Context: an optimization exercise on an open-source flow, tuned for small area, a short achievable clock period and few clock cycles per item. The choices shown serve that exercise and are no tape-out recipe. Function was checked by simulation only, so behaviour that the tests miss may differ from the original.

### design.v
package aesPkg;
    typedef logic [7:0]               byteT;
    typedef logic [32-1:0]   wordT;
    typedef logic [127:0]             stateT;
    typedef logic [3:0]               roundT;
    typedef logic [8-1:0]   apbAddrT;
    typedef logic [6:0]               segT;   
    typedef logic [4*3-1:0] bcdT;
    function automatic byteT xtime(byteT b);
        xtime = {b[6:0], 1'b0} ^ (b[7] ? 8'h1b : 8'h00);
    endfunction
    function automatic byteT rconFor(roundT n);
        case (n)
            4'd0:    rconFor = 8'h01;
            4'd1:    rconFor = 8'h02;
            4'd2:    rconFor = 8'h04;
            4'd3:    rconFor = 8'h08;
            4'd4:    rconFor = 8'h10;
            4'd5:    rconFor = 8'h20;
            4'd6:    rconFor = 8'h40;
            4'd7:    rconFor = 8'h80;
            4'd8:    rconFor = 8'h1b;
            default: rconFor = 8'h36;
        endcase
    endfunction
endpackage
`timescale 1ns/1ps
module aesSbox (
    input  aesPkg::byteT in,
    output aesPkg::byteT out
);
    logic U0, U1, U2, U3, U4, U5, U6, U7;
    logic T1, T2, T3, T4, T5, T6, T7, T8, T9, T10, T11, T12;
    logic T13, T14, T15, T16, T17, T18, T19, T20, T21, T22, T23, T24;
    logic T25, T26, T27, M1, M2, M3, M4, M5, M6, M7, M8, M9;
    logic M10, M11, M12, M13, M14, M15, M16, M17, M18, M19, M20, M21;
    logic M22, M23, M24, M25, M26, M27, M28, M29, M30, M32, M33, M35;
    logic M36, M37, M38, M39, M40, M41, M42, M43, M44, M45, M46, M47;
    logic M48, M49, M50, M51, M52, M53, M54, M55, M56, M57, M58, M59;
    logic M60, M61, M62, M63, L0, L1, L2, L3, L4, L5, L6, L7;
    logic L8, L9, L10, L11, L12, L13, L14, L15, L16, L17, L18, L19;
    logic L20, L21, L22, L23, L24, L25, L26, L27, L28, L29;
    assign {U0, U1, U2, U3, U4, U5, U6, U7} = in;
    aesXor2 uT1 (.a(U0), .b(U3), .y(T1));
    aesXor2 uT2 (.a(U0), .b(U5), .y(T2));
    aesXor2 uT3 (.a(U0), .b(U6), .y(T3));
    aesXor2 uT4 (.a(U3), .b(U5), .y(T4));
    aesXor2 uT5 (.a(U4), .b(U6), .y(T5));
    aesXor2 uT6 (.a(T1), .b(T5), .y(T6));
    aesXor2 uT7 (.a(U1), .b(U2), .y(T7));
    aesXor2 uT8 (.a(U7), .b(T6), .y(T8));
    aesXor2 uT9 (.a(U7), .b(T7), .y(T9));
    aesXor2 uT10 (.a(T6), .b(T7), .y(T10));
    aesXor2 uT11 (.a(U1), .b(U5), .y(T11));
    aesXor2 uT12 (.a(U2), .b(U5), .y(T12));
    aesXor2 uT13 (.a(T3), .b(T4), .y(T13));
    aesXor2 uT14 (.a(T6), .b(T11), .y(T14));
    aesXor2 uT15 (.a(T5), .b(T11), .y(T15));
    aesXor2 uT16 (.a(T5), .b(T12), .y(T16));
    aesXor2 uT17 (.a(T9), .b(T16), .y(T17));
    aesXor2 uT18 (.a(U3), .b(U7), .y(T18));
    aesXor2 uT19 (.a(T7), .b(T18), .y(T19));
    aesXor2 uT20 (.a(T1), .b(T19), .y(T20));
    aesXor2 uT21 (.a(U6), .b(U7), .y(T21));
    aesXor2 uT22 (.a(T7), .b(T21), .y(T22));
    aesXor2 uT23 (.a(T2), .b(T22), .y(T23));
    aesXor2 uT24 (.a(T2), .b(T10), .y(T24));
    aesXor2 uT25 (.a(T20), .b(T17), .y(T25));
    aesXor2 uT26 (.a(T3), .b(T16), .y(T26));
    aesXor2 uT27 (.a(T1), .b(T12), .y(T27));
    aesNand2 uM1 (.a(T13), .b(T6), .y(M1));
    aesNand2 uM2 (.a(T23), .b(T8), .y(M2));
    aesXnor2 uM3 (.a(T14), .b(M1), .y(M3));
    aesNand2 uM4 (.a(T19), .b(U7), .y(M4));
    aesXor2 uM5 (.a(M4), .b(M1), .y(M5));
    aesNand2 uM6 (.a(T3), .b(T16), .y(M6));
    aesNand2 uM7 (.a(T22), .b(T9), .y(M7));
    aesXnor2 uM8 (.a(T26), .b(M6), .y(M8));
    aesNand2 uM9 (.a(T20), .b(T17), .y(M9));
    aesXor2 uM10 (.a(M9), .b(M6), .y(M10));
    aesNand2 uM11 (.a(T1), .b(T15), .y(M11));
    aesNand2 uM12 (.a(T4), .b(T27), .y(M12));
    aesXor2 uM13 (.a(M12), .b(M11), .y(M13));
    aesNand2 uM14 (.a(T2), .b(T10), .y(M14));
    aesXor2 uM15 (.a(M14), .b(M11), .y(M15));
    aesXnor2 uM16 (.a(M3), .b(M2), .y(M16));
    aesXor2 uM17 (.a(M5), .b(T24), .y(M17));
    aesXnor2 uM18 (.a(M8), .b(M7), .y(M18));
    aesXor2 uM19 (.a(M10), .b(M15), .y(M19));
    aesXor2 uM20 (.a(M16), .b(M13), .y(M20));
    aesXor2 uM21 (.a(M17), .b(M15), .y(M21));
    aesXor2 uM22 (.a(M18), .b(M13), .y(M22));
    aesXor2 uM23 (.a(M19), .b(T25), .y(M23));
    aesXor2 uM24 (.a(M22), .b(M23), .y(M24));
    aesNand2 uM25 (.a(M22), .b(M20), .y(M25));
    aesXnor2 uM26 (.a(M21), .b(M25), .y(M26));
    aesXor2 uM27 (.a(M20), .b(M21), .y(M27));
    aesXnor2 uM28 (.a(M23), .b(M25), .y(M28));
    aesNand2 uM29 (.a(M28), .b(M27), .y(M29));
    aesNand2 uM30 (.a(M26), .b(M24), .y(M30));
    aesNand3 uM32 (.a(M27), .b(M20), .c(M23), .y(M32));
    aesXnor2 uM33 (.a(M27), .b(M25), .y(M33));
    aesNand3 uM35 (.a(M24), .b(M21), .c(M22), .y(M35));
    aesXnor2 uM36 (.a(M24), .b(M25), .y(M36));
    aesXnor2 uM37 (.a(M21), .b(M29), .y(M37));
    aesXnor2 uM38 (.a(M32), .b(M33), .y(M38));
    aesXnor2 uM39 (.a(M23), .b(M30), .y(M39));
    aesXnor2 uM40 (.a(M35), .b(M36), .y(M40));
    aesXor2 uM41 (.a(M38), .b(M40), .y(M41));
    aesXor2 uM42 (.a(M37), .b(M39), .y(M42));
    aesXor2 uM43 (.a(M37), .b(M38), .y(M43));
    aesXor2 uM44 (.a(M39), .b(M40), .y(M44));
    aesXor2 uM45 (.a(M42), .b(M41), .y(M45));
    aesNand2 uM46 (.a(M44), .b(T6), .y(M46));
    aesNand2 uM47 (.a(M40), .b(T8), .y(M47));
    aesNand2 uM48 (.a(M39), .b(U7), .y(M48));
    aesNand2 uM49 (.a(M43), .b(T16), .y(M49));
    aesNand2 uM50 (.a(M38), .b(T9), .y(M50));
    aesNand2 uM51 (.a(M37), .b(T17), .y(M51));
    aesNand2 uM52 (.a(M42), .b(T15), .y(M52));
    aesNand2 uM53 (.a(M45), .b(T27), .y(M53));
    aesNand2 uM54 (.a(M41), .b(T10), .y(M54));
    aesNand2 uM55 (.a(M44), .b(T13), .y(M55));
    aesNand2 uM56 (.a(M40), .b(T23), .y(M56));
    aesNand2 uM57 (.a(M39), .b(T19), .y(M57));
    aesNand2 uM58 (.a(M43), .b(T3), .y(M58));
    aesNand2 uM59 (.a(M38), .b(T22), .y(M59));
    aesNand2 uM60 (.a(M37), .b(T20), .y(M60));
    aesNand2 uM61 (.a(M42), .b(T1), .y(M61));
    aesNand2 uM62 (.a(M45), .b(T4), .y(M62));
    aesNand2 uM63 (.a(M41), .b(T2), .y(M63));
    aesXor2 uL0 (.a(M61), .b(M62), .y(L0));
    aesXor2 uL1 (.a(M50), .b(M56), .y(L1));
    aesXor2 uL2 (.a(M46), .b(M48), .y(L2));
    aesXor2 uL3 (.a(M47), .b(M55), .y(L3));
    aesXor2 uL4 (.a(M54), .b(M58), .y(L4));
    aesXor2 uL5 (.a(M49), .b(M61), .y(L5));
    aesXnor2 uL6 (.a(M62), .b(L5), .y(L6));
    aesXnor2 uL7 (.a(M46), .b(L3), .y(L7));
    aesXor2 uL8 (.a(M51), .b(M59), .y(L8));
    aesXor2 uL9 (.a(M52), .b(M53), .y(L9));
    aesXnor2 uL10 (.a(M53), .b(L4), .y(L10));
    aesXnor2 uL11 (.a(M60), .b(L2), .y(L11));
    aesXor2 uL12 (.a(M48), .b(M51), .y(L12));
    aesXnor2 uL13 (.a(M50), .b(L0), .y(L13));
    aesXor2 uL14 (.a(M52), .b(M61), .y(L14));
    aesXnor2 uL15 (.a(M55), .b(L1), .y(L15));
    aesXnor2 uL16 (.a(M56), .b(L0), .y(L16));
    aesXnor2 uL17 (.a(M57), .b(L1), .y(L17));
    aesXnor2 uL18 (.a(M58), .b(L8), .y(L18));
    aesXnor2 uL19 (.a(M63), .b(L4), .y(L19));
    aesXor2 uL20 (.a(L0), .b(L1), .y(L20));
    aesXor2 uL21 (.a(L1), .b(L7), .y(L21));
    aesXor2 uL22 (.a(L3), .b(L12), .y(L22));
    aesXor2 uL23 (.a(L18), .b(L2), .y(L23));
    aesXor2 uL24 (.a(L15), .b(L9), .y(L24));
    aesXor2 uL25 (.a(L6), .b(L10), .y(L25));
    aesXor2 uL26 (.a(L7), .b(L9), .y(L26));
    aesXor2 uL27 (.a(L8), .b(L10), .y(L27));
    aesXor2 uL28 (.a(L11), .b(L14), .y(L28));
    aesXor2 uL29 (.a(L11), .b(L17), .y(L29));
    aesXor2 uS0 (.a(L6), .b(L24), .y(out[7]));
    aesXnor2 uS1 (.a(L16), .b(L26), .y(out[6]));
    aesXnor2 uS2 (.a(L19), .b(L28), .y(out[5]));
    aesXor2 uS3 (.a(L6), .b(L21), .y(out[4]));
    aesXor2 uS4 (.a(L20), .b(L22), .y(out[3]));
    aesXor2 uS5 (.a(L25), .b(L29), .y(out[2]));
    aesXnor2 uS6 (.a(L13), .b(L27), .y(out[1]));
    aesXnor2 uS7 (.a(L6), .b(L23), .y(out[0]));
endmodule
module aesXor2 (
    input  logic a,
    input  logic b,
    output logic y
);
    assign y = a ^ b;
endmodule
module aesXnor2 (
    input  logic a,
    input  logic b,
    output logic y
);
    assign y = ~(a ^ b);
endmodule
module aesNand2 (
    input  logic a,
    input  logic b,
    output logic y
);
    assign y = ~(a & b);
endmodule
module aesNor2 (
    input  logic a,
    input  logic b,
    output logic y
);
    assign y = ~(a | b);
endmodule
module aesNand3 (
    input  logic a,
    input  logic b,
    input  logic c,
    output logic y
);
    assign y = ~(a & b & c);
endmodule
module aesXnorW #(parameter int W = 8) (
    input  logic [W-1:0] a,
    input  logic [W-1:0] b,
    output logic [W-1:0] y
);
    assign y = ~(a ^ b);
endmodule
module aesOai22 (
    input  logic a1,
    input  logic a2,
    input  logic b1,
    input  logic b2,
    output logic y
);
    assign y = ~((a1 | a2) & (b1 | b2));
endmodule
module aesAo22 (
    input  logic a1,
    input  logic a2,
    input  logic b1,
    input  logic b2,
    output logic y
);
    assign y = a1 & a2 | b1 & b2;
endmodule
module aesAoi222 (
    input  logic a1,
    input  logic a2,
    input  logic b1,
    input  logic b2,
    input  logic c1,
    input  logic c2,
    output logic y
);
    assign y = ~(a1 & a2 | b1 & b2 | c1 & c2);
endmodule
module aesNand4 (
    input  logic a,
    input  logic b,
    input  logic c,
    input  logic d,
    output logic y
);
    assign y = ~(a & b & c & d);
endmodule
module aesXorW #(parameter int W = 8) (
    input  logic [W-1:0] a,
    input  logic [W-1:0] b,
    output logic [W-1:0] y
);
    assign y = a ^ b;
endmodule
`timescale 1ns/1ps
module aesKeySchedule (
    input  aesPkg::stateT keyN,
    input  aesPkg::byteT  rcon,
    output aesPkg::stateT nextKey
);
    aesPkg::wordT rotW;
    aesPkg::wordT subW;
    aesPkg::wordT p0N;    
    aesPkg::wordT p1;     
    aesPkg::wordT w23;    
    assign rotW = ~{keyN[23:0], keyN[31:24]};
    for (genvar i = 0; i < 4; i++) begin : gSubWord
        aesSbox uSbox (
            .in  (rotW[8*i +: 8]),
            .out (subW[8*i +: 8])
        );
    end
    aesXorW #(.W(8))  uRcon (.a(keyN[127:120]), .b(rcon), .y(p0N[31:24]));
    assign p0N[23:0] = keyN[119:96];
    aesXorW #(.W(32)) uP1  (.a(p0N), .b(keyN[95:64]), .y(p1));
    aesXorW #(.W(32)) uW23 (.a(keyN[63:32]), .b(keyN[31:0]), .y(w23));
    aesXnorW #(.W(32)) uW0 (.a(subW), .b(p0N), .y(nextKey[127:96]));
    aesXorW  #(.W(32)) uW1 (.a(subW), .b(p1),  .y(nextKey[95:64]));
    aesXnorW #(.W(32)) uW2 (.a(nextKey[95:64]), .b(keyN[63:32]), .y(nextKey[63:32]));
    aesXorW  #(.W(32)) uW3 (.a(nextKey[95:64]), .b(w23), .y(nextKey[31:0]));
endmodule
`timescale 1ns/1ps
module aesRoundEngine (
    input  logic          clk,
    input  logic          rstN,
    input  logic          load,
    input  aesPkg::stateT loadKey,
    input  aesPkg::stateT loadBlock,
    output logic          lastRound,
    output logic          idle,
    output aesPkg::stateT finalOut
);
    aesPkg::roundT round;
    aesPkg::stateT stateRegN;
    aesPkg::stateT keyRegN;
    aesPkg::stateT stateNextN;
    aesPkg::stateT keyNextN;
    logic          loadN;
    aesPkg::stateT addKey;
    aesPkg::stateT shifted;
    aesPkg::stateT mixed;
    aesPkg::stateT nextKey;
    aesPkg::byteT  subB [16];
    assign lastRound = round == 4'd9;
    assign idle      = round == 4'd10;
    aesKeySchedule uKeySched (
        .keyN    (keyRegN),
        .rcon    (aesPkg::rconFor(round)),
        .nextKey (nextKey)
    );
    aesXorW #(.W(128)) uAddKey (.a(stateRegN), .b(keyRegN), .y(addKey));
    for (genvar i = 0; i < 16; i++) begin : gSubShift
        aesSbox uSbox (
            .in  (addKey[127-8*i -: 8]),
            .out (subB[i])
        );
        assign shifted[127-8*i -: 8] = subB[(i % 4) + 4 * (((i / 4) + (i % 4)) % 4)];
    end
    for (genvar c = 0; c < 4; c++) begin : gMix
        aesMixColumn uMix (.col(shifted[127-32*c -: 32]), .mixed(mixed[127-32*c -: 32]));
    end
    aesXorW #(.W(128)) uFinal (.a(shifted), .b(nextKey), .y(finalOut));
    always_ff @(posedge clk or negedge rstN) begin
        if (!rstN)
            round <= 4'd10;
        else if (load)
            round <= '0;
        else if (!idle)
            round <= round + 1'b1;
    end
    assign loadN = ~load;
    for (genvar i = 0; i < 128; i++) begin : gNext
        aesOai22 uStateMux (.a1(mixed[i]), .a2(load), .b1(loadBlock[i]), .b2(loadN),
                            .y(stateNextN[i]));
        aesOai22 uKeyMux (.a1(nextKey[i]), .a2(load), .b1(loadKey[i]), .b2(loadN),
                          .y(keyNextN[i]));
    end
    always_ff @(posedge clk) begin
        stateRegN <= stateNextN;
        keyRegN   <= keyNextN;
    end
endmodule
module aesMixColumn (
    input  aesPkg::wordT col,
    output aesPkg::wordT mixed
);
    aesPkg::byteT b [4];
    aesPkg::byteT p [4];    
    aesPkg::byteT q [4];    
    aesPkg::byteT x [4];    
    logic [2:0]   xr [4];
    for (genvar i = 0; i < 4; i++) begin : gByte
        assign b[i] = col[31-8*i -: 8];
    end
    for (genvar i = 0; i < 4; i++) begin : gCol
        aesXorW #(.W(8)) uP (.a(b[i]), .b(b[(i+1)%4]), .y(p[i]));
        aesXorW #(.W(8)) uQ (.a(p[(i+1)%4]), .b(b[(i+3)%4]), .y(q[i]));
        aesXorW #(.W(3)) uX (.a({p[i][3], p[i][2], p[i][0]}), .b({3{p[i][7]}}), .y(xr[i]));
        assign x[i] = {p[i][6:4], xr[i][2:1], p[i][1], xr[i][0], p[i][7]};
        aesXorW #(.W(8)) uO (.a(q[i]), .b(x[i]), .y(mixed[31-8*i -: 8]));
    end
endmodule
`timescale 1ns/1ps
module aesApbRegs (
    input  logic    clk,
    input  logic    rstN,
    input  aesPkg::apbAddrT paddr,
    input  logic    psel,
    input  logic    penable,
    input  logic    pwrite,
    input  aesPkg::wordT    pwdata,
    output aesPkg::wordT    prdata,
    output logic    pready,
    output logic    pslverr,
    output logic    coreLoad,
    output aesPkg::stateT   coreKey,
    output aesPkg::stateT   coreBlock,
    input  logic    coreLast,
    input  logic    coreIdle,
    input  aesPkg::stateT   coreResult,
    output aesPkg::byteT    resultByte
);
    aesPkg::stateT      keyReg;
    aesPkg::stateT      blockReg;
    aesPkg::stateT      resultReg;
    logic       doneBit;
    logic       busy;        
    logic       pend;        
    logic       access;
    logic       err;
    logic       wrOk;
    logic       startAcc;
    logic       finish;
    logic       merge;       
    logic       wrKB;        
    logic       hitCtrl, hitStatus, hitKey, hitBlock, hitResult;
    logic [1:0] word;
    assign access    = psel && penable;
    assign pready    = 1'b1;  
    assign word      = paddr[3:2];  
    assign hitCtrl   = paddr == 8'h00;
    assign hitStatus = paddr == 8'h04;
    assign hitKey    = paddr[1:0] == 2'b00 && paddr[7:4] == 4'h1;
    assign hitBlock  = paddr[1:0] == 2'b00 && paddr[7:4] == 4'h2;
    assign hitResult = paddr[1:0] == 2'b00 && paddr[7:4] == 4'h3;
    always_comb begin
        err = 1'b0;
        if (!(hitCtrl || hitStatus || hitKey || hitBlock || hitResult))
            err = 1'b1;
        else if (pwrite && (hitStatus || hitResult))
            err = 1'b1;  
        else if (pwrite && busy && (hitCtrl || hitKey || hitBlock))
            err = 1'b1;  
    end
    assign pslverr  = access && err;
    assign wrOk     = access && pwrite && !err;
    assign startAcc = wrOk && hitCtrl && pwdata[0];
    assign merge    = psel && pwrite && !busy && (hitKey || hitBlock);
    assign wrKB     = merge && penable;
    assign finish   = coreLast && (busy || startAcc);
    aesPkg::wordT wdata;
    assign wdata = rstN ? pwdata : '0;
    logic [3:0] selKey, selKeyN, selBlock, selBlockN;
    for (genvar w = 0; w < 4; w++) begin : gMerge
        assign selKey[w]    = !rstN || (merge && hitKey && word == 2'(w));
        assign selBlock[w]  = !rstN || (merge && hitBlock && word == 2'(w));
        assign selKeyN[w]   = ~selKey[w];
        assign selBlockN[w] = ~selBlock[w];
        for (genvar j = 0; j < 32; j++) begin : gBit
            aesAo22 uKey (.a1(wdata[31-j]), .a2(selKey[w]), .b1(keyReg[127-32*w-j]),
                          .b2(selKeyN[w]), .y(coreKey[127-32*w-j]));
            aesAo22 uBlock (.a1(wdata[31-j]), .a2(selBlock[w]), .b1(blockReg[127-32*w-j]),
                            .b2(selBlockN[w]), .y(coreBlock[127-32*w-j]));
        end
    end
    assign coreLoad = (merge && !penable) || (wrKB != pend) || (startAcc && coreIdle);
    logic [3:0]   selRdK, selRdB, selRdR;
    logic         selRdS;
    logic [3:0]   rdG [32];
    logic [1:0]   status;
    logic [1:0]   statusG;
    logic [1:0]   rdLow;
    for (genvar w = 0; w < 4; w++) begin : gRdSel
        assign selRdK[w] = paddr[5:4] == 2'd1 && word == 2'(w);
        assign selRdB[w] = paddr[5:4] == 2'd2 && word == 2'(w);
        assign selRdR[w] = paddr[5:4] == 2'd3 && word == 2'(w);
    end
    assign selRdS = paddr[5:4] == 2'd0 && paddr[2];
    assign status = {doneBit, busy};
    for (genvar j = 0; j < 32; j++) begin : gRd
        aesAoi222 uG0 (.a1(keyReg[127-j]),    .a2(selRdK[0]), .b1(keyReg[95-j]),     .b2(selRdK[1]),
                       .c1(keyReg[63-j]),     .c2(selRdK[2]), .y(rdG[j][0]));
        aesAoi222 uG1 (.a1(keyReg[31-j]),     .a2(selRdK[3]), .b1(blockReg[127-j]),  .b2(selRdB[0]),
                       .c1(blockReg[95-j]),   .c2(selRdB[1]), .y(rdG[j][1]));
        aesAoi222 uG2 (.a1(blockReg[63-j]),   .a2(selRdB[2]), .b1(blockReg[31-j]),   .b2(selRdB[3]),
                       .c1(resultReg[127-j]), .c2(selRdR[0]), .y(rdG[j][2]));
        aesAoi222 uG3 (.a1(resultReg[95-j]),  .a2(selRdR[1]), .b1(resultReg[63-j]),  .b2(selRdR[2]),
                       .c1(resultReg[31-j]),  .c2(selRdR[3]), .y(rdG[j][3]));
        if (j < 30) begin : gHigh
            aesNand4 uOr (.a(rdG[j][0]), .b(rdG[j][1]), .c(rdG[j][2]), .d(rdG[j][3]),
                          .y(prdata[31-j]));
        end else begin : gLow
            assign statusG[31-j] = ~(status[31-j] && selRdS);
            assign rdLow[31-j]   = rdG[j][0] && rdG[j][1] && rdG[j][2] && rdG[j][3];
            assign prdata[31-j]  = ~(rdLow[31-j] && statusG[31-j]);
        end
    end
    aesPkg::stateT resultNext;
    logic          resLoad, resHold;
    assign resLoad = rstN && finish;
    assign resHold = rstN && !finish;
    for (genvar j = 0; j < 128; j++) begin : gRes
        aesAo22 uRes (.a1(coreResult[j]), .a2(resLoad), .b1(resultReg[j]), .b2(resHold),
                      .y(resultNext[j]));
    end
    always_ff @(posedge clk) begin
        keyReg    <= coreKey;
        blockReg  <= coreBlock;
        resultReg <= resultNext;
    end
    always_ff @(posedge clk or negedge rstN) begin
        if (!rstN) begin
            doneBit    <= 1'b0;
            busy       <= 1'b0;
            pend       <= 1'b0;
        end else begin
            pend <= merge && !penable;
            if (finish) begin
                doneBit <= 1'b1;
                busy    <= 1'b0;
            end else if (startAcc) begin
                doneBit <= 1'b0;
                busy    <= 1'b1;
            end
        end
    end
    assign resultByte = resultReg[7:0];
endmodule
`timescale 1ns/1ps
module aesSegDisplay (
    input  aesPkg::byteT                 value,
    output logic [3*7-1:0]     segOut
);
    function automatic logic [3:0] add3(logic [3:0] a);
        logic t00, t01, t02, t03, t04, t05, t06, t07, t08, t09, t10, t11;
        logic [3:0] y;
        t11 = a[2] & ~(a[0]);
        t00 = a[3] | t11;
        t01 = a[0] | ~(a[3]);
        t02 = a[1] & ~(a[3]);
        t03 = t01 & ~(t02);
        y[2] = t00 & t03;
        t04 = t11 | ~(t02);
        y[1] = ~(t01 & t04);
        t05 = a[2] | ~(a[0]);
        t06 = a[3] | t05;
        t07 = ~(t11 & t02);
        t08 = t06 & t07;
        y[0] = ~(t01 & t08);
        t09 = a[0] | a[1];
        t10 = a[2] & t09;
        y[3] = a[3] | t10;
        add3 = y;
    endfunction
    function automatic logic [6:0] seg7(logic [3:0] a);
        logic t00, t01, t02, t03, t04, t05, t06, t07, t08, t09, t10, t11, t12;
        logic [6:0] y;
        t00 = a[1] | a[0];
        t01 = a[2] & ~(a[1]);
        t02 = ~(a[1] & a[0]);
        t03 = a[2] & t02;
        t04 = ~(a[3] | t03);
        y[5] = t00 & t04;
        t05 = t01 & ~(a[3]);
        y[4] = a[0] | t05;
        t06 = ~(a[2] & t00);
        t07 = ~(t00 & t03);
        t08 = a[2] | ~(a[1]);
        t09 = ~(a[2] | a[0]);
        t10 = ~(a[3] | t09);
        t11 = t08 & t10;
        y[3] = t07 & t11;
        t12 = a[0] | a[3];
        y[2] = ~(t08 | t12);
        y[1] = ~(a[3] | t07);
        y[0] = t06 & t11;
        y[6] = t04 & t08;
        seg7 = y;
    endfunction
    function automatic logic [6:0] seg3(logic [1:0] a);
        logic [6:0] y;
        y[2] = a[1] & ~(a[0]);
        y[6] = a[0] | ~(a[1]);
        y[0] = a[0] & ~(a[1]);
        y[5] = a[0] ^ a[1];
        { y[4:3], y[1] } = { y[0], y[0], 1'h0 };
        seg3 = y;
    endfunction
    logic [3:0] c1, c2, c3, c4, c5, c6, c7;
    assign c1 = add3({1'b0, value[7:5]});
    assign c2 = add3({c1[2:0], value[4]});
    assign c3 = add3({c2[2:0], value[3]});
    assign c4 = add3({c3[2:0], value[2]});
    assign c5 = add3({c4[2:0], value[1]});
    assign c6 = add3({1'b0, c1[3], c2[3], c3[3]});
    assign c7 = add3({c6[2:0], c4[3]});
    assign segOut[20:14] = seg3({c6[3], c7[3]});
    assign segOut[13:7]  = seg7({c7[2:0], c5[3]});
    assign segOut[6:0]   = seg7({c5[2:0], value[0]});
endmodule
`timescale 1ns/1ps
module aesTop (
    input  logic        clk,
    input  logic        rstN,
    input  aesPkg::apbAddrT     paddr,
    input  logic        psel,
    input  logic        penable,
    input  logic        pwrite,
    input  aesPkg::wordT        pwdata,
    output aesPkg::wordT        prdata,
    output logic        pready,
    output logic        pslverr,
    output logic [20:0] segOut
);
    aesPkg::byteT resultByte;
    logic  coreLoad;
    aesPkg::stateT coreKey;
    aesPkg::stateT coreBlock;
    logic  coreLast;
    logic  coreIdle;
    aesPkg::stateT coreResult;
    aesApbRegs uRegs (
        .clk        (clk),
        .rstN       (rstN),
        .paddr      (paddr),
        .psel       (psel),
        .penable    (penable),
        .pwrite     (pwrite),
        .pwdata     (pwdata),
        .prdata     (prdata),
        .pready     (pready),
        .pslverr    (pslverr),
        .coreLoad   (coreLoad),
        .coreKey    (coreKey),
        .coreBlock  (coreBlock),
        .coreLast   (coreLast),
        .coreIdle   (coreIdle),
        .coreResult (coreResult),
        .resultByte (resultByte)
    );
    aesRoundEngine uEngine (
        .clk       (clk),
        .rstN      (rstN),
        .load      (coreLoad),
        .loadKey   (coreKey),
        .loadBlock (coreBlock),
        .lastRound (coreLast),
        .idle      (coreIdle),
        .finalOut  (coreResult)
    );
    aesSegDisplay uDisplay (
        .value  (resultByte),
        .segOut (segOut)
    );
endmodule
### run.sh
#!/bin/bash
# synth_recipe.tcl (not shown) runs the flow's synth.tcl, then flattens the netlist and writes it again
# the make line also repeats each setting of config.mk as NAME=value (left out here)
make -C /OpenROAD-flow-scripts/flow DESIGN_CONFIG=/design/flow/config.mk WORK_HOME=/design/flow/orfs CLKGATE_MAP_FILE= SYNTH_SCRIPT=/design/flow/synth_recipe.tcl finish
### config.mk
export PLATFORM = sky130hd
export DESIGN_NAME = aesTop
export DESIGN_NICKNAME = aesTop
export VERILOG_FILES = /design/flow/design.v
export SDC_FILE = /design/flow/constraint.sdc
export NUM_CORES = 4
export LEC_CHECK = 0
export CAP_MARGIN = 20
export CELL_PAD_IN_SITES_DETAIL_PLACEMENT = 2
export CELL_PAD_IN_SITES_GLOBAL_PLACEMENT = 2
export CORE_MARGIN = 2
export CORE_UTILIZATION = 35
export PLACE_DENSITY = 0.45
export SETUP_SLACK_MARGIN = 1
export SLEW_MARGIN = 20
export SYNTH_HIERARCHICAL = 1
### constraint.sdc
create_clock -name core_clock -period 8.0 [get_ports {clk}]
set_input_delay 1.6000 -clock core_clock [delete_from_list [all_inputs] [get_ports {clk}]]
set_output_delay 1.6000 -clock core_clock [all_outputs]
set_load 0.01 [all_outputs]
==> results of run 1 <==
-- cells in the mapped netlist (all sizes together), types with 8 or more instances --
cell type | n | area, um2
a222oi | 128 | 1280
nand4 | 33 | 206
clkbuf | 10 | 37.5
ha | 8 | 100
o21a | 9 | 67.6
and2 | 34 | 213
nor2b | 8 | 52.6
a21oi | 10 | 53.8
o22ai | 258 | 1610
nand2 | 623 | 2340
inv | 49 | 184
buf | 28 | 208
a22o | 385 | 3370
nor2 | 29 | 124
nand3 | 47 | 235
o21ai | 21 | 105
xor2 | 2186 | 19200
dfxtp | 640 | 12800
nand2b | 13 | 81.3
nor3 | 10 | 66.3
xnor2 | 589 | 5160
-- area by class of cell --
class | count | area (um2)
Fill cell | 14700 | 78300
Multi-Input combinational cell | 4468 | 37800
Sequential cell | 647 | 13000
Timing Repair Buffer | 366 | 3080
Clock buffer | 117 | 2350
Tap cell | 1794 | 2240
Clock inverter | 23 | 348
Inverter | 49 | 191
Antenna cell | 1 | 2.50
-- per-module statistics from Yosys (local to each module, per instance), excerpt --
module          cells  flops+latches  area, um2
aesXor2             1              0       8.76
aesOai22            1              0       6.26
aesApbRegs        508            387       8490
aesAo22             1              0       8.76
aesNand4            1              0       6.26
aesKeySchedule     32              0        120
aesNand2            1              0       3.75
aesNand3            1              0       5.00
aesRoundEngine    297            260       5500
aesAoi222           1              0       10.0
-- routing by layer --
layer / up-vias / GRT usage / part of all wire
met5: - / 0 / 0.00018
met3: 263 / 0.0352 / 0.048
li1: 18400 / - / -
met1: 21200 / 0.418 / 0.45
met2: 1092 / 0.507 / 0.47
met4: 6 / 0.0899 / 0.033
-- state kept, by name (all words and copies together) (netlist names) --
register,count
uEngine.round,4
uRegs.doneBit,1
uRegs.resultReg,128
uEngine.stateRegN,128
uRegs.keyReg,128
uEngine.keyRegN,128
uRegs.busy,1
uRegs.pend,1
uRegs.blockReg,128
-- critical path, cell delays in order --
cell	delay, ns
sky130_fd_sc_hd__clkdlybuf4s50_1	0.56
sky130_fd_sc_hd__nand2b_1	0.53
sky130_fd_sc_hd__nor2_4	0.81
sky130_fd_sc_hd__buf_4	0.54
sky130_fd_sc_hd__a222oi_1	0.18
sky130_fd_sc_hd__nand4_1	0.39
sky130_fd_sc_hd__clkdlybuf4s50_1	0.62
-- timing repair --
action / CTS / global route
pin swaps: 0 / 15
endpoints found under the setup margin: 99 / 233
buffers inserted: 0 / 17
resized for setup: 76 / 263
-- worst max-delay path by stage --
stage                                     from                endpoint  slack, ns  depth (start not counted)
after floorplan                       paddr[1]      uEngine.keyRegN[0]      -3.46                          5
after CTS                  uEngine.keyRegN[47]  uEngine.stateRegN[121]       0.87                         23
after detailed placement   uEngine.keyRegN[92]   uEngine.stateRegN[92]       0.50                         22
final                                 paddr[2]              prdata[28]       1.15                          7
after global routing      uEngine.keyRegN[121]  uEngine.stateRegN[121]       0.83                         23
after global placement    uEngine.stateRegN[4]  uEngine.stateRegN[121]       0.60                         21
-- cells by family after synthesis --
| family | count (synthesis) | synth area share |
|---|---|---|
| mux | 4 | 0.000958 |
| compound gates | 849 | 0.142 |
| xor+xnor | 2775 | 0.503 |
| simple gates | 830 | 0.0738 |
| fa+ha+maj | 8 | 0.00207 |
| buf+inv | 87 | 0.00888 |
| other cells | 2 | 0.000155 |
| flops | 647 | 0.269 |
-- per-stage QoR --
step | hold slack, ns | std cells | utilization
global route | 0.497 | 7464 | 0.430
finish | 0.479 | 7465 | 0.430
floorplan | 0.442 | 5202 | -
CTS | 0.476 | 7447 | 0.414
detailed placement | 0.458 | 7307 | 0.390
global placement | 0.456 | 7307 | 0.390
==> impl_results.rst, run 1 <==
.. list-table::
   :header-rows: 1

   * - Metric
     - Value
   * - TritonCTS Sinks
     - 647
   * - Pre-CTS setup slack
     - 0.499 ns
   * - Routed WL per cell
     - 29.8 um
   * - Setup repair after global routing missed its margin
     - yes
   * - Final worst slack
     - 1.15 ns
   * - Longest Clk Path Bufs
     - 3
   * - Width of the die
     - 376 um
   * - Share of post-route cells with drive strength above 1
     - 0.133
   * - Number of warnings issued by yosys
     - 19
   * - Distinct cell type count of the synthesized netlist
     - 76
   * - Area delta synth->final
     - 22.1%
   * - Data required time of the critical path
     - 6.40 ns
   * - EDFF count, synth
     - 0
   * - Number of max-slew violations in the final report
     - 0
   * - CTS Hold Bufs
     - 0
   * - Clk_skew
     - 0.0401 ns
   * - Number of remaining DRC errors
     - 0
   * - Clock buffers created by TritonCTS
     - 78
   * - Row count
     - 136
   * - Startpoint of the lowest-slack hold path
     - uRegs.resultReg[32]
   * - Ports
     - 100
   * - First-pass GRT wire length
     - 319000 um
   * - Total global routing overflow
     - 0
   * - H-tree depth
     - 3
   * - End of the worst hold path
     - uRegs.resultReg[32]
   * - Sort of element at the start of the critical path
     - input pin
   * - Worst hold stages
     - 1
   * - Commonest non-fill, non-tap cells in the layout
     - sky130_fd_sc_hd__xor2_1 (1962), sky130_fd_sc_hd__dfxtp_1 (635), sky130_fd_sc_hd__nand2_1 (623)
   * - FF-to-FF End
     - uEngine.stateRegN[121]
   * - Transition at the pin with the smallest max-transition slack
     - 1.17 ns
   * - Fin crit share
     - 0.856
   * - Fmax achieved
     - 146 MHz
   * - First-pass DRT Iterations
     - 7
   * - Number of global-route vias before repair
     - 44000
   * - Antenna-violating nets left
     - 0
   * - Worst Path Max Fanout
     - 17
   * - Result of the run
     - timing/DRC/antenna clean
   * - Number of nets in the layout
     - 5663
   * - Number of antenna violations at the first check in global routing
     - 6
   * - Most common cell after layout, fill and taps aside
     - sky130_fd_sc_hd__xor2_1
   * - Height of the chip
     - 376 um
   * - Reg2reg path depth
     - 23
   * - Count of routing violations after the opening detailed-route iteration
     - 3212
   * - Final Hold Fails
     - 0
   * - Type of the tightest min-delay check
     - flop to flop
   * - Weighted congestion reported at the end of routability-driven placement
     - 0.897
   * - Max-slew headroom
     - 0.215
   * - Number of maximum-capacitance constraint violations
     - 0
   * - Area enclosed by the die boundary
     - 141000 um2
   * - Combined global-route utilization of all metal layers
     - 0.307
   * - Count of port buffers added during placement
     - 97
   * - CTS tree
     - built
   * - Wirelength, routed
     - 222000 um
   * - Cell count after synthesis
     - 5202
   * - Most instantiated flip-flop cell in the synthesis netlist
     - sky130_fd_sc_hd__dfxtp_1
   * - Clock Tree Root
     - sky130_fd_sc_hd__clkbuf_16
   * - Setup TNS
     - 0 ns
   * - Kind of end point of the critical path
     - primary output
   * - Detailed-placement wirelength estimate
     - 169000 um
   * - Critical path type
     - input pin to primary output
   * - Fin crit period
     - 6.85 ns
   * - Clock latency on the worst-skew pair
     - 0.67 ns
   * - Average footprint of a synthesized cell
     - 9.29 um2
   * - Share of synthesized registers carrying an async set or reset
     - 0.0108
   * - Clock-pin slew of the registers on the worst-case setup and hold paths
     - 0.05 ns
   * - Number of vias after detailed routing
     - 41000
   * - Number of storage elements in the synthesis netlist
     - 647
   * - Largest net degree at the start of global routing
     - 169
   * - Post-synthesis net count
     - 5255
   * - Core area
     - 137000 um2
   * - Sequential cell area fraction in the yosys report
     - 0.269
   * - Starting utilization of the core area
     - 0.352
   * - Startpoint of the lowest-slack register-to-register path
     - uEngine.keyRegN[122]
   * - Synthesized cell area
     - 48300 um2
   * - Finish-stage setup viols
     - 0
   * - Post-route cell area
     - 59000 um2
   * - Placed inst area
     - 53500 um2
   * - Data arrival time of the critical path
     - 5.25 ns
   * - Detail-routed via count per cell
     - 5.50
   * - R2R setup slack
     - 1.28 ns
Testbench counts, summed over its fixed seeds: cycles 10,368, blocks 384.
==> run 2, diff against run 1 <==
--- a/config.mk
+++ b/config.mk
@@ -10,6 +10,8 @@
 export CELL_PAD_IN_SITES_GLOBAL_PLACEMENT = 2
 export CORE_MARGIN = 2
 export CORE_UTILIZATION = 35
+export CTS_CLUSTER_DIAMETER = 110
+export CTS_CLUSTER_SIZE = 24
 export PLACE_DENSITY = 0.45
 export SETUP_SLACK_MARGIN = 1
 export SLEW_MARGIN = 20
==> run 2 against run 1 <==
Effect of this change:
- global-route usage fell by 0.23 points
- die area stayed put
- maximum frequency fell by 0.39%
- worst setup slack got worse by 0.027 ns
- critical path type unchanged
==> impl_results.rst, run 2 <==
.. list-table::
   :header-rows: 1

   * - Metric
     - Value
   * - Max-slew headroom
     - 0.191 (-0.0239)
   * - Critical path type
     - input pin to primary output
   * - Antenna-violating nets left
     - 0 (unchanged)
   * - Synthesized cell area
     - 48300 um2 (unchanged)
   * - Area enclosed by the die boundary
     - 141000 um2 (unchanged)
   * - Setup TNS
     - 0 ns (unchanged)
   * - Type of the tightest min-delay check
     - flop to flop
   * - Ports
     - 100 (unchanged)
   * - EDFF count, synth
     - 0 (unchanged)
   * - Share of post-route cells with drive strength above 1
     - 0.123 (-0.00982)
   * - Synthesized-area fraction occupied by ao, oa, aoi and oai cells
     - 0.142 (unchanged)
   * - Final worst slack
     - 1.12 ns (-0.0265 ns)
   * - Fraction of synthesized cell area in xor and xnor cells
     - 0.503 (unchanged)
   * - Number of storage elements in the synthesis netlist
     - 647 (unchanged)
   * - Commonest non-fill, non-tap cells in the layout
     - sky130_fd_sc_hd__xor2_1 (1953), sky130_fd_sc_hd__dfxtp_1 (632), sky130_fd_sc_hd__nand2_1 (623)
   * - Kind of end point of the critical path
     - primary output
   * - Transition at the pin with the smallest max-transition slack
     - 1.21 ns (+0.0404 ns)
   * - Number of antenna violations at the first check in global routing
     - 5 (-1)
   * - CTS Hold Bufs
     - 0 (unchanged)
   * - Combinational family with the most area after synthesis
     - XOR/XNOR gates
   * - Width of the die
     - 376 um (unchanged)
   * - Clock-pin slew of the registers on the worst-case setup and hold paths
     - 0.10 ns (+0.05 ns)
   * - Finish-stage setup viols
     - 0 (unchanged)
   * - Core area
     - 137000 um2 (unchanged)
   * - Cells taking the most area after synthesis
     - sky130_fd_sc_hd__xor2_1 (40%), sky130_fd_sc_hd__dfxtp_1 (27%), sky130_fd_sc_hd__xnor2_1 (11%)
   * - Clk_skew
     - 0.0375 ns (-0.00255 ns)
   * - Setup repair after global routing missed its margin
     - yes
   * - Portion of netlist area occupied by mux cells
     - 0.000958 (unchanged)
   * - Height of the chip
     - 376 um (unchanged)
   * - Pre-CTS setup slack
     - 0.499 ns (unchanged)
   * - Sequential cell area fraction in the yosys report
     - 0.269 (unchanged)
   * - Data arrival time of the critical path
     - 5.28 ns (+0.03 ns)
   * - Final Hold Fails
     - 0 (unchanged)
   * - Simple-gate portion of the synthesized area
     - 0.0738 (unchanged)
   * - Post-synthesis net count
     - 5255 (unchanged)
   * - Share of synthesized registers carrying an async set or reset
     - 0.0108 (unchanged)
   * - Routed WL per cell
     - 30.0 um (+0.81%)
   * - Share of synthesized cell area in full adder, half adder and majority cells
     - 0.00207 (unchanged)
   * - Data required time of the critical path
     - 6.40 ns (about the same)
   * - Wirelength, routed
     - 221000 um (-0.42%)
   * - Number of vias after detailed routing
     - 40800 (-0.60%)
   * - Sort of element at the start of the critical path
     - input pin
   * - Result of the run
     - timing/DRC/antenna clean
   * - Most instantiated library cell after synthesis
     - sky130_fd_sc_hd__xor2_1
   * - Fin crit share
     - 0.860 (+0.00332)
   * - Detailed-placement wirelength estimate
     - 169000 um (unchanged)
   * - CTS tree
     - built
   * - Number of remaining DRC errors
     - 0 (unchanged)
   * - Fmax achieved
     - 145 MHz (-0.39%)
   * - Clock buffers created by TritonCTS
     - 35 (-55%)
   * - Number of warnings issued by yosys
     - 19 (unchanged)
   * - Longest Clk Path Bufs
     - 3 (unchanged)
   * - Starting utilization of the core area
     - 0.352 (unchanged)
   * - Detail-routed via count per cell
     - 5.53 (+0.63%)
   * - Number of global-route vias before repair
     - 43500 (-1.2%)
   * - Worst Path Max Fanout
     - 17 (unchanged)
   * - Largest net degree at the start of global routing
     - 169 (unchanged)
   * - Row count
     - 136 (unchanged)
   * - Leading cell types by count after synthesis
     - sky130_fd_sc_hd__xor2_1 (2185), sky130_fd_sc_hd__dfxtp_1 (640), sky130_fd_sc_hd__nand2_1 (623)
   * - Distinct cell type count of the synthesized netlist
     - 76 (unchanged)
   * - Total global routing overflow
     - 0 (unchanged)
   * - First-pass DRT Iterations
     - 7 (unchanged)
   * - Clock latency on the worst-skew pair
     - 0.64 ns (-0.03 ns)
   * - H-tree depth
     - 2 (-1)
   * - Clock Tree Root
     - sky130_fd_sc_hd__clkbuf_16
   * - Cell count after synthesis
     - 5202 (unchanged)
   * - Count of port buffers added during placement
     - 97 (unchanged)
   * - Area delta synth->final
     - 18.9%
   * - Most instantiated flip-flop cell in the synthesis netlist
     - sky130_fd_sc_hd__dfxtp_1
   * - Fin crit period
     - 6.88 ns (+0.0265 ns)
   * - Cell taking the most area after synthesis
     - sky130_fd_sc_hd__xor2_1
   * - Number of maximum-capacitance constraint violations
     - 0 (unchanged)
   * - Fraction of synthesized cell area taken by the top area cell type
     - 0.396 (unchanged)
   * - Number of nets in the layout
     - 5619 (-0.78%)
   * - First-pass GRT wire length
     - 317000 um (-0.73%)
   * - Number of max-slew violations in the final report
     - 0 (unchanged)
   * - Post-Route Utilization
     - 0.418 (-0.0114)
   * - Combined global-route utilization of all metal layers
     - 0.304 (-0.00235)
   * - Most common cell after layout, fill and taps aside
     - sky130_fd_sc_hd__xor2_1
   * - Average footprint of a synthesized cell
     - 9.29 um2 (unchanged)
   * - Weighted congestion reported at the end of routability-driven placement
     - 0.897 (unchanged)
   * - Count of routing violations after the opening detailed-route iteration
     - 3182 (-0.93%)
   * - TritonCTS Sinks
     - 647 (unchanged)
## run 2: cell counts after synthesis
No cell type changed its count.
## run 2: Yosys stat by module, one instance, submodules excluded, excerpt
module	times used	flip-flops and latches
aesAoi222	128	0
aesNand2	600	0
aesSegDisplay	1	0
aesNand3	40	0
aesApbRegs	1	387
aesXor2	1360	0
aesAo22	384	0
aesRoundEngine	1	260
aesKeySchedule	1	0
aesNand4	30	0
aesOai22	256	0
## run 2: critical path, cell delays in order
cell and delay (ns):
sky130_fd_sc_hd__clkdlybuf4s50_1 0.56, sky130_fd_sc_hd__nand2b_1 0.53, sky130_fd_sc_hd__nor2_4 0.83, sky130_fd_sc_hd__buf_4 0.55
sky130_fd_sc_hd__a222oi_1 0.19, sky130_fd_sc_hd__nand4_1 0.38, sky130_fd_sc_hd__clkdlybuf4s50_1 0.61
## run 2: kinds of logic after synthesis
family | after synthesis
AO/OA/AOI/OAI | 849
XOR/XNOR | 2775
adder cells (fa/ha/maj) | 8
buffers and inverters | 87
flip-flops | 647
multiplexers | 4
other | 2
AND/OR/NAND/NOR | 830
## run 2: final cells by class
type	instances	area, um2
antenna	2	5.00
clock buffer	38	897
clock inverter	11	136
fill	14900	79900
inverter	49	191
multi-input combinational	4468	37900
sequential	647	13000
tap	1794	2240
timing repair buffer	365	3080
## run 2: per-layer routing
| metal | track usage | up-vias | share of wire |
|---|---|---|---|
| li1 | - | 18300 | - |
| met1 | 0.416 | 21200 | 0.45 |
| met2 | 0.507 | 1072 | 0.47 |
| met3 | 0.0324 | 239 | 0.048 |
| met4 | 0.0807 | 4 | 0.031 |
| met5 | 0 | - | 0.00012 |
## run 2: repair_timing
action / 4_1_cts / 5_1_grt
setup buffers: 0 / 16
endpoints found under the setup margin: 107 / 225
resized for setup: 83 / 269
pin swaps: 0 / 15
## run 2: final timing paths
check | slack (ns) | cells after the start | end | from
setup / recovery | 1.12 | 7 | prdata[28] | paddr[2]
hold reg to reg | 0.49 | 1 | uRegs.resultReg[22] | uRegs.resultReg[22]
min in group asynchronous | 1.55 | 2 | uEngine.round[2] | rstN
hold / removal | 0.49 | 1 | uRegs.resultReg[22] | uRegs.resultReg[22]
max in group asynchronous | 6.05 | 2 | uRegs.pend | rstN
setup reg to reg | 1.21 | 20 | uEngine.stateRegN[35] | uEngine.keyRegN[57]
## run 2: metrics by stage
stage               instances  hold WS, ns  instance area [um2]
floorplan                5202        0.442                48300
CTS                      7356        0.486                55200
global route             7372        0.508                57400
global placement         7307        0.456                53500
detailed placement       7307        0.458                53500
finish                   7374        0.489                57400
==> run 3, diff against run 2 <==
==> config.mk (replaced) <==
export PLATFORM = sky130hd
export DESIGN_NAME = aesTop
export DESIGN_NICKNAME = aesTop
export VERILOG_FILES = /design/flow/design.v
export SDC_FILE = /design/flow/constraint.sdc
export NUM_CORES = 4
export LEC_CHECK = 0
export CAP_MARGIN = 20
export CELL_PAD_IN_SITES_DETAIL_PLACEMENT = 1
export CELL_PAD_IN_SITES_GLOBAL_PLACEMENT = 1
export CORE_MARGIN = 2
export CORE_UTILIZATION = 45
export PLACE_DENSITY = 0.55
export SETUP_SLACK_MARGIN = 1
export SLEW_MARGIN = 20
export SYNTH_HIERARCHICAL = 1
==> run 3 against run 2 <==
Effect of this change:
- first-iteration DRC count increased by 32%
- maximum frequency barely moved
- still clean on timing, DRC and antenna
- register-to-register slack worse by 0.09 ns
- flip-flop and latch count unchanged
- clock skew shrank 0.0060 ns
- routed wire length is 8.4% lower
- synthesized area unchanged
- cell area up 0.25%
==> impl_results.rst, run 3 <==
.. list-table::
   :header-rows: 1

   * - Metric
     - Value
   * - CTS tree
     - built
   * - Detailed-placement wirelength estimate
     - 153000 um (-9.6%)
   * - Cell count after synthesis
     - 5202 (unchanged)
   * - R2R setup slack
     - 1.12 ns (-0.09 ns)
   * - Finish-stage setup viols
     - 0 (unchanged)
   * - Count of routing violations after the opening detailed-route iteration
     - 4210 (+32%)
   * - Portion of netlist area occupied by mux cells
     - 0.000958 (unchanged)
   * - Post-synthesis net count
     - 5255 (unchanged)
   * - Clock buffers created by TritonCTS
     - 74 (+110%)
   * - FF-to-FF End
     - uEngine.stateRegN[42]
   * - Number of global-route vias before repair
     - 41900 (-3.7%)
   * - Leading cell types by count after synthesis
     - sky130_fd_sc_hd__xor2_1 (2185), sky130_fd_sc_hd__dfxtp_1 (640), sky130_fd_sc_hd__nand2_1 (623)
   * - Total global routing overflow
     - 0 (unchanged)
   * - Starting utilization of the core area
     - 0.453 (+0.101)
   * - Type of the tightest min-delay check
     - flop to flop
   * - Setup TNS
     - 0 ns (unchanged)
   * - Setup repair after global routing missed its margin
     - yes
   * - TritonCTS Sinks
     - 647 (unchanged)
   * - Most instantiated library cell after synthesis
     - sky130_fd_sc_hd__xor2_1
   * - Number of instances in the placed design
     - 6853 (-6.2%)
   * - Sort of element at the start of the critical path
     - flop
   * - Sequential cell area fraction in the yosys report
     - 0.269 (unchanged)
   * - Routed WL per cell
     - 29.0 um (-3.5%)
   * - Fin crit period
     - 6.88 ns (-0.0000700 ns)
   * - Transition at the pin with the smallest max-transition slack
     - 1.15 ns (-0.0642 ns)
   * - Total routed wire length on the met1 layer
     - 85600 um (-15%)
   * - Combined global-route utilization of all metal layers
     - 0.353 (+0.0487)
   * - Combinational family with the most area after synthesis
     - XOR/XNOR gates
   * - Weighted congestion reported at the end of routability-driven placement
     - 0.989 (+10%)
   * - Critical path type
     - flop to flop
   * - Wire length on met3
     - 15100 um (+42%)
   * - Startpoint of the lowest-slack hold path
     - uRegs.resultReg[22]
   * - Largest net degree at the start of global routing
     - 164 (-3.0%)
   * - Cells taking the most area after synthesis
     - sky130_fd_sc_hd__xor2_1 (40%), sky130_fd_sc_hd__dfxtp_1 (27%), sky130_fd_sc_hd__xnor2_1 (11%)
   * - Share of synthesized registers carrying an async set or reset
     - 0.0108 (unchanged)
   * - H-tree depth
     - 3 (+1)
   * - Post-Route Utilization
     - 0.539 (+0.121)
   * - Clock Tree Root
     - sky130_fd_sc_hd__clkbuf_16
   * - Kind of end point of the critical path
     - flop
   * - Most instantiated flip-flop cell in the synthesis netlist
     - sky130_fd_sc_hd__dfxtp_1
   * - Longest Clk Path Bufs
     - 3 (unchanged)
   * - Most common cell after layout, fill and taps aside
     - sky130_fd_sc_hd__xor2_1
   * - Cell taking the most area after synthesis
     - sky130_fd_sc_hd__xor2_1
   * - End of the worst hold path
     - uRegs.resultReg[22]
   * - Final Hold Fails
     - 0 (unchanged)
   * - Count of port buffers added during placement
     - 97 (unchanged)
   * - Data arrival time of the critical path
     - 7.35 ns (+2.07 ns)
   * - Top layer reached by signal wires
     - met5
   * - Synthesized-area fraction occupied by ao, oa, aoi and oai cells
     - 0.142 (unchanged)
   * - Number of max-slew violations in the final report
     - 0 (unchanged)
   * - Core area
     - 107000 um2 (-22%)
   * - Ports
     - 100 (unchanged)
   * - Antenna-violating nets left
     - 0 (unchanged)
   * - Simple-gate portion of the synthesized area
     - 0.0738 (unchanged)
   * - Reg2reg path depth
     - 22 (+10%)
   * - Commonest non-fill, non-tap cells in the layout
     - sky130_fd_sc_hd__xor2_1 (1982), sky130_fd_sc_hd__dfxtp_1 (638), sky130_fd_sc_hd__nand2_1 (623)
   * - Width of the die
     - 332 um (-12%)
   * - Wirelength, routed
     - 203000 um (-8.4%)
   * - Result of the run
     - timing/DRC/antenna clean
   * - Number of standard cells in the final layout excluding fillers
     - 6998 (-5.1%)
   * - Number of antenna violations at the first check in global routing
     - 4 (-1)
   * - Number of vias after detailed routing
     - 40900 (+0.33%)
   * - Detail-routed via count per cell
     - 5.85 (+5.7%)
   * - Fraction of synthesized cell area taken by the top area cell type
     - 0.396 (unchanged)
   * - Fraction of synthesized cell area in xor and xnor cells
     - 0.503 (unchanged)
   * - Share of synthesized cell area in full adder, half adder and majority cells
     - 0.00207 (unchanged)
   * - EDFF count, synth
     - 0 (unchanged)
   * - Number of warnings issued by yosys
     - 19 (unchanged)
   * - Data required time of the critical path
     - 8.47 ns (+2.07 ns)
   * - Area enclosed by the die boundary
     - 110000 um2 (-22%)
   * - Clk_skew
     - 0.0315 ns (-0.00604 ns)
   * - Average footprint of a synthesized cell
     - 9.29 um2 (unchanged)
   * - Hold Worst Slack
     - 0.481 ns (-0.00816 ns)
   * - Clock latency on the worst-skew pair
     - 0.64 ns (about the same)
   * - Worst Path Max Fanout
     - 5 (-12)
   * - Share of post-route cells with drive strength above 1
     - 0.117 (-0.00625)
   * - Number of maximum-capacitance constraint violations
     - 0 (unchanged)
   * - Number of nets in the layout
     - 5596 (-0.41%)
   * - First-pass GRT wire length
     - 291000 um (-8.2%)
   * - Height of the chip
     - 332 um (-12%)
   * - Fill cell total of the finished layout
     - 11900 (-20%)
   * - Number of remaining DRC errors
     - 0 (unchanged)
   * - Number of storage elements in the synthesis netlist
     - 647 (unchanged)
   * - Max-slew headroom
     - 0.228 (+0.0373)
   * - Sum of met2 wire segment lengths after detailed routing
     - 91800 um (-11%)
   * - Distinct cell type count of the synthesized netlist
     - 76 (unchanged)
   * - First-pass DRT Iterations
     - 10 (+3)
   * - CTS Hold Bufs
     - 0 (unchanged)
   * - Fmax achieved
     - 145 MHz (about the same)
   * - Synthesized cell area
     - 48300 um2 (unchanged)
   * - Worst hold stages
     - 1 (unchanged)
   * - Clock-pin slew of the registers on the worst-case setup and hold paths
     - 0.06 ns (-0.04 ns)
   * - Area delta synth->final
     - 19.2%
   * - Startpoint of the lowest-slack register-to-register path
     - uEngine.keyRegN[68]
   * - Row count
     - 120 (-12%)
   * - Fin crit share
     - 0.860 (about the same)
==> run 3: cell count changes in the layout (fill, tap and decap cells not counted), moves of 12 or more <==
| cell | delta |
|---|---|
| sky130_fd_sc_hd__xor2_2 | -17 |
| sky130_fd_sc_hd__clkbuf_8 | +12 |
| sky130_fd_sc_hd__xor2_4 | -12 |
| sky130_fd_sc_hd__xor2_1 | +29 |
| sky130_fd_sc_hd__buf_4 | -67 |
| sky130_fd_sc_hd__clkbuf_16 | +40 |
==> run 3: timing repair <==
action / in CTS / in global routing
pin swaps: 0 / 15
buffers inserted: 0 / 17
resized for setup: 54 / 241
setup endpoints to repair: 86 / 240
==> run 3: kinds of logic after synthesis <==
group           after synthesis
other cells                   2
compound gates              849
simple gates                830
flops                       647
xor+xnor                   2775
fa+ha+maj                     8
buf+inv                      87
mux                           4
==> run 3: metrics by stage <==
stage,cell area [um2],setup WS (ns)
after floorplan,48300,-3.46
after global placement,52600,0.288
after detailed placement,52600,0.215
after CTS,55500,0.876
after global routing,57600,0.768
final,57600,1.12
==> run 3: final cells by class <==
cell class                 count  area (um2)  area share
multi-input combinational   4468       37400       0.650
sequential                   647       13000       0.226
timing repair buffer         303        2680      0.0465
clock buffer                 100        2100      0.0365
tap                         1403        1760      0.0305
clock inverter                27         424     0.00737
inverter                      49         191     0.00333
antenna                        1        2.50   0.0000435
==> run 3: worst max-delay path: stages, from the launching register on <==
cell and delay, ns:
sky130_fd_sc_hd__dfxtp_1 0.39, sky130_fd_sc_hd__xor2_1 0.41, sky130_fd_sc_hd__xor2_2 0.36, sky130_fd_sc_hd__xor2_2 0.32, sky130_fd_sc_hd__xor2_1 0.28, sky130_fd_sc_hd__nand2_1 0.10, sky130_fd_sc_hd__xor2_1 0.36, sky130_fd_sc_hd__xor2_1 0.21
sky130_fd_sc_hd__xor2_1 0.43, sky130_fd_sc_hd__xor2_1 0.33, sky130_fd_sc_hd__nand2_1 0.11, sky130_fd_sc_hd__xnor2_1 0.39, sky130_fd_sc_hd__xor2_1 0.32, sky130_fd_sc_hd__nand2_1 0.22, sky130_fd_sc_hd__xor2_1 0.24, sky130_fd_sc_hd__xnor2_2 0.35
sky130_fd_sc_hd__xor2_1 0.24, sky130_fd_sc_hd__xor2_1 0.20, sky130_fd_sc_hd__buf_4 0.22, sky130_fd_sc_hd__xor2_1 0.37, sky130_fd_sc_hd__xor2_1 0.23, sky130_fd_sc_hd__xor2_1 0.45, sky130_fd_sc_hd__o22ai_1 0.15
==> run 3: worst max path at each step <==
stage	start	endpoint	slack (ns)	cells after the start
floorplan	paddr[1]	uEngine.keyRegN[0]	-3.46	5
global placement	uEngine.stateRegN[92]	uEngine.stateRegN[71]	0.29	21
detailed placement	uEngine.stateRegN[92]	uEngine.stateRegN[71]	0.22	21
CTS	uEngine.keyRegN[93]	uEngine.stateRegN[71]	0.88	21
global route	uEngine.keyRegN[68]	uEngine.stateRegN[42]	0.77	22
finish	uEngine.keyRegN[68]	uEngine.stateRegN[42]	1.12	22
==> run 3: Yosys stat by module, one instance, submodules excluded, a selection <==
module	cells	flip-flops and latches	cell area (um2)	times used
aesNand3	1	0	5.00	40
aesAoi222	1	0	10.0	128
aesNand4	1	0	6.26	30
aesAo22	1	0	8.76	384
aesXnor2	1	0	8.76	520
aesNand2	1	0	3.75	600
aesRoundEngine	297	260	5500	1
aesApbRegs	508	387	8490	1
aesOai22	1	0	6.26	256
==> run 3: metal layers <==
layer | global-route usage | vias to the layer above
li1 | - | 18300
met1 | 0.466 | 20600
met2 | 0.565 | 1652
met3 | 0.0612 | 387
met4 | 0.153 | 6
met5 | 0 | -
==> run 4, diff against run 3 <==
--- a/config.mk
+++ b/config.mk
@@ -10,7 +10,9 @@
 export CELL_PAD_IN_SITES_GLOBAL_PLACEMENT = 1
 export CORE_MARGIN = 2
 export CORE_UTILIZATION = 45
+export CTS_CLUSTER_DIAMETER = 100
+export CTS_CLUSTER_SIZE = 20
 export PLACE_DENSITY = 0.55
-export SETUP_SLACK_MARGIN = 1
+export SETUP_SLACK_MARGIN = 0.9
 export SLEW_MARGIN = 20
 export SYNTH_HIERARCHICAL = 1
==> run 4 against run 3 <==
Effect of this change:
- clock skew about the same
- cell area is 3.3% lower
- register-to-register slack got worse by 0.05 ns
- global-route usage is 0.22 points lower
- core utilization decreased by 1.8 points
- critical path type unchanged
- highest routed layer unchanged
==> impl_results.rst, run 4 <==
.. list-table::
   :header-rows: 1

   * - Metric
     - Value
   * - Result of the run
     - timing/DRC/antenna clean
   * - Area delta synth->final
     - 15.2%
   * - Max-slew headroom
     - 0.234 (+0.00529)
   * - Fraction of synthesized cell area in xor and xnor cells
     - 0.503 (unchanged)
   * - Sort of element at the start of the critical path
     - flop
   * - Worst path most repeated cell
     - sky130_fd_sc_hd__xor2_1
   * - Data required time of the critical path
     - 8.39 ns (-0.08 ns)
   * - Wirelength, routed
     - 201000 um (-1.0%)
   * - Reg2reg path depth
     - 22 (unchanged)
   * - Number of storage elements in the synthesis netlist
     - 647 (unchanged)
   * - First-pass GRT wire length
     - 289000 um (-0.65%)
   * - Data arrival time of the critical path
     - 7.32 ns (-0.03 ns)
   * - Synthesized-area fraction occupied by ao, oa, aoi and oai cells
     - 0.142 (unchanged)
   * - Clock latency on the worst-skew pair
     - 0.62 ns (-0.02 ns)
   * - Row count
     - 120 (unchanged)
   * - Longest Clk Path Bufs
     - 3 (unchanged)
   * - Startpoint of the lowest-slack register-to-register path
     - uEngine.stateRegN[126]
   * - Worst Path Max Fanout
     - 4 (-1)
   * - Number of maximum-capacitance constraint violations
     - 0 (unchanged)
   * - Number of warnings issued by yosys
     - 19 (unchanged)
   * - Ports
     - 100 (unchanged)
   * - FF-to-FF End
     - uEngine.stateRegN[124]
   * - Width of the die
     - 332 um (unchanged)
   * - Detailed-placement wirelength estimate
     - 153000 um (unchanged)
   * - Final worst slack
     - 1.07 ns (-0.0497 ns)
   * - Total global routing overflow
     - 0 (unchanged)
   * - Pre-CTS setup slack
     - 0.215 ns (unchanged)
   * - Met1 global-route usage
     - 0.460 (-0.00573)
   * - Average footprint of a synthesized cell
     - 9.29 um2 (unchanged)
   * - H-tree depth
     - 2 (-1)
   * - Cell count after synthesis
     - 5202 (unchanged)
   * - EDFF count, synth
     - 0 (unchanged)
   * - Routed WL per cell
     - 29.0 um (+0.29%)
   * - Count of port buffers added during placement
     - 97 (unchanged)
   * - Transition at the pin with the smallest max-transition slack
     - 1.14 ns (-0.00402 ns)
   * - CTS tree
     - built
   * - TritonCTS Sinks
     - 647 (unchanged)
   * - Combinational family with the most area after synthesis
     - XOR/XNOR gates
   * - Fin crit share
     - 0.866 (+0.00621)
   * - Portion of netlist area occupied by mux cells
     - 0.000958 (unchanged)
   * - Critical path buffers and inverters
     - 1 (unchanged)
   * - Number of global-route vias before repair
     - 41500 (-1.0%)
   * - Distinct cell type count of the synthesized netlist
     - 76 (unchanged)
   * - Share of synthesized cell area in full adder, half adder and majority cells
     - 0.00207 (unchanged)
   * - Largest delay share family, worst path
     - XOR/XNOR gates
   * - Cells taking the most area after synthesis
     - sky130_fd_sc_hd__xor2_1 (40%), sky130_fd_sc_hd__dfxtp_1 (27%), sky130_fd_sc_hd__xnor2_1 (11%)
   * - End of the worst hold path
     - uRegs.resultReg[10]
   * - Core area
     - 107000 um2 (unchanged)
   * - Met2 demand-to-capacity share in global routing
     - 0.561 (-0.00424)
   * - Final Hold Fails
     - 0 (unchanged)
   * - Antenna-violating nets left
     - 0 (unchanged)
   * - Most instantiated library cell after synthesis
     - sky130_fd_sc_hd__xor2_1
   * - Number of vias after detailed routing
     - 40300 (-1.5%)
   * - Number of max-slew violations in the final report
     - 0 (unchanged)
   * - Count of routing violations after the opening detailed-route iteration
     - 4094 (-2.8%)
   * - Post-synthesis net count
     - 5255 (unchanged)
   * - Synthesized cell area
     - 48300 um2 (unchanged)
   * - List of cells traversed by the critical path
     - xor2_1 > xor2_2 > xor2_1 > xor2_1 > nand2_1 > xor2_1 > xor2_1 > xor2_2 > xor2_1 > nand3_1 > xnor2_2 > xor2_1 > xor2_1 > nand2_1 > xor2_1 > xor2_1 > xor2_1 > buf_4 > xor2_1 > xor2_1 > xor2_1 > o22ai_1
   * - Worst hold stages
     - 1 (unchanged)
   * - Combined global-route utilization of all metal layers
     - 0.351 (-0.00217)
   * - Fin crit period
     - 6.93 ns (+0.0497 ns)
   * - Worst stage delay on the critical path
     - 0.53 ns (+0.08 ns)
   * - Share of synthesized registers carrying an async set or reset
     - 0.0108 (unchanged)
   * - Height of the chip
     - 332 um (unchanged)
   * - Number of remaining DRC errors
     - 0 (unchanged)
   * - R2R setup slack
     - 1.07 ns (-0.05 ns)
   * - Finish-stage setup viols
     - 0 (unchanged)
   * - Clock buffers created by TritonCTS
     - 40 (-46%)
   * - Share of post-route cells with drive strength above 1
     - 0.0978 (-0.0191)
[run 4: cell counts after synthesis]
Identical to the previous run, type by type.
[run 4: worst max path at each step]
stage / endpoint / from
after floorplan: uEngine.keyRegN[0] / paddr[1]
after global placement: uEngine.stateRegN[71] / uEngine.stateRegN[92]
after detailed placement: uEngine.stateRegN[71] / uEngine.stateRegN[92]
after CTS: uEngine.stateRegN[87] / uEngine.keyRegN[12]
after global routing: uEngine.stateRegN[22] / uEngine.keyRegN[73]
final: uEngine.stateRegN[124] / uEngine.stateRegN[126]
[run 4: Yosys stat by module, one instance, submodules excluded, excerpt]
module,copies in the design,cell area (um2)
aesNand2,600,3.75
aesApbRegs,1,8490
aesAo22,384,8.76
aesNand4,30,6.26
aesSegDisplay,1,1070
aesXor2,1360,8.76
aesOai22,256,6.26
aesKeySchedule,1,120
aesRoundEngine,1,5500
aesAoi222,128,10.0
[run 4: kinds of logic (layout without fill, tap and decap cells)]
kind of cell	Yosys count	after routing
compound gates	849	849
xor+xnor	2775	2775
fa+ha+maj	8	8
buf+inv	87	388
flops	647	647
mux	4	4
other cells	2	3
simple gates	830	830
[run 4: what timing repair did]
item | CTS | global route
endpoints found under the setup margin | 56 | 212
hold buffers | 0 | 0
pin swaps | 0 | 8
setup buffers | 0 | 4
resized for setup | 36 | 215
[run 4: final cells by class]
cell class | instances | area (um2) | share of cell area
Timing Repair Buffer | 290 | 2530 | 0.0455
Clock inverter | 6 | 87.6 | 0.00157
Inverter | 49 | 191 | 0.00344
Clock buffer | 43 | 1040 | 0.0187
Sequential cell | 647 | 13000 | 0.233
Antenna cell | 1 | 2.50 | 0.0000450
Multi-Input combinational cell | 4468 | 37100 | 0.666
Tap cell | 1403 | 1760 | 0.0315
[run 4: per-layer routing]
metal / routed length, um / up-vias
li1: - / 18200
met1: 85700 / 20300
met2: 90300 / 1457
met3: 14000 / 360
met4: 10400 / 4
met5: 91 / -
[run 4: per-stage QoR]
step / instances / TNS, ns / hold WS [ns] / util / area [um2]
global placement: 6853 / 0 / 0.456 / 0.493 / 52600
CTS: 6902 / 0 / 0.483 / 0.506 / 54000
global route: 6906 / 0 / 0.499 / 0.521 / 55700
finish: 6907 / 0 / 0.485 / 0.521 / 55700
floorplan: 5202 / -886.96 / 0.442 / - / 48300
detailed placement: 6853 / 0 / 0.460 / 0.493 / 52600

## re-timing with driven ports
The results above use ideal ports. As a check the final layouts listed here were re-extracted and re-timed, cells and wires unchanged. Step 1 (the two cells are an assumption about what drives the block):
set clk [get_ports {clk}]
set_driving_cell -lib_cell sky130_fd_sc_hd__clkbuf_16 $clk
set_driving_cell -lib_cell sky130_fd_sc_hd__buf_2 [delete_from_list [all_inputs] $clk]
Step 2 adds t to the input delays and takes it off the output delays; t is the mean of the earliest and latest rising clock arrival at the registers after step 1. Input paths then give back, and output paths get back, about the clock's delay inside the block. Slacks: ideal / step 1 / step 2; pairs: ideal / step 1.
run	t, ns	setup slack, ns	worst data-port slew with drivers (ns)	cell pins on the clock port's net
run 1	0.734	1.149 / 1.123 / 1.123	0.05	1
run 2	0.705	1.123 / 1.096 / 1.096	0.05	1
run 3	0.698	1.123 / 1.123 / 1.123	0.05	1
run 4	0.680	1.073 / 1.073 / 1.073	0.05	1
After both steps setup and hold are still met in every run listed. The setup slack of run 2, which loses most, moves by -0.027 ns with the drivers and by -0.027 ns with both steps.
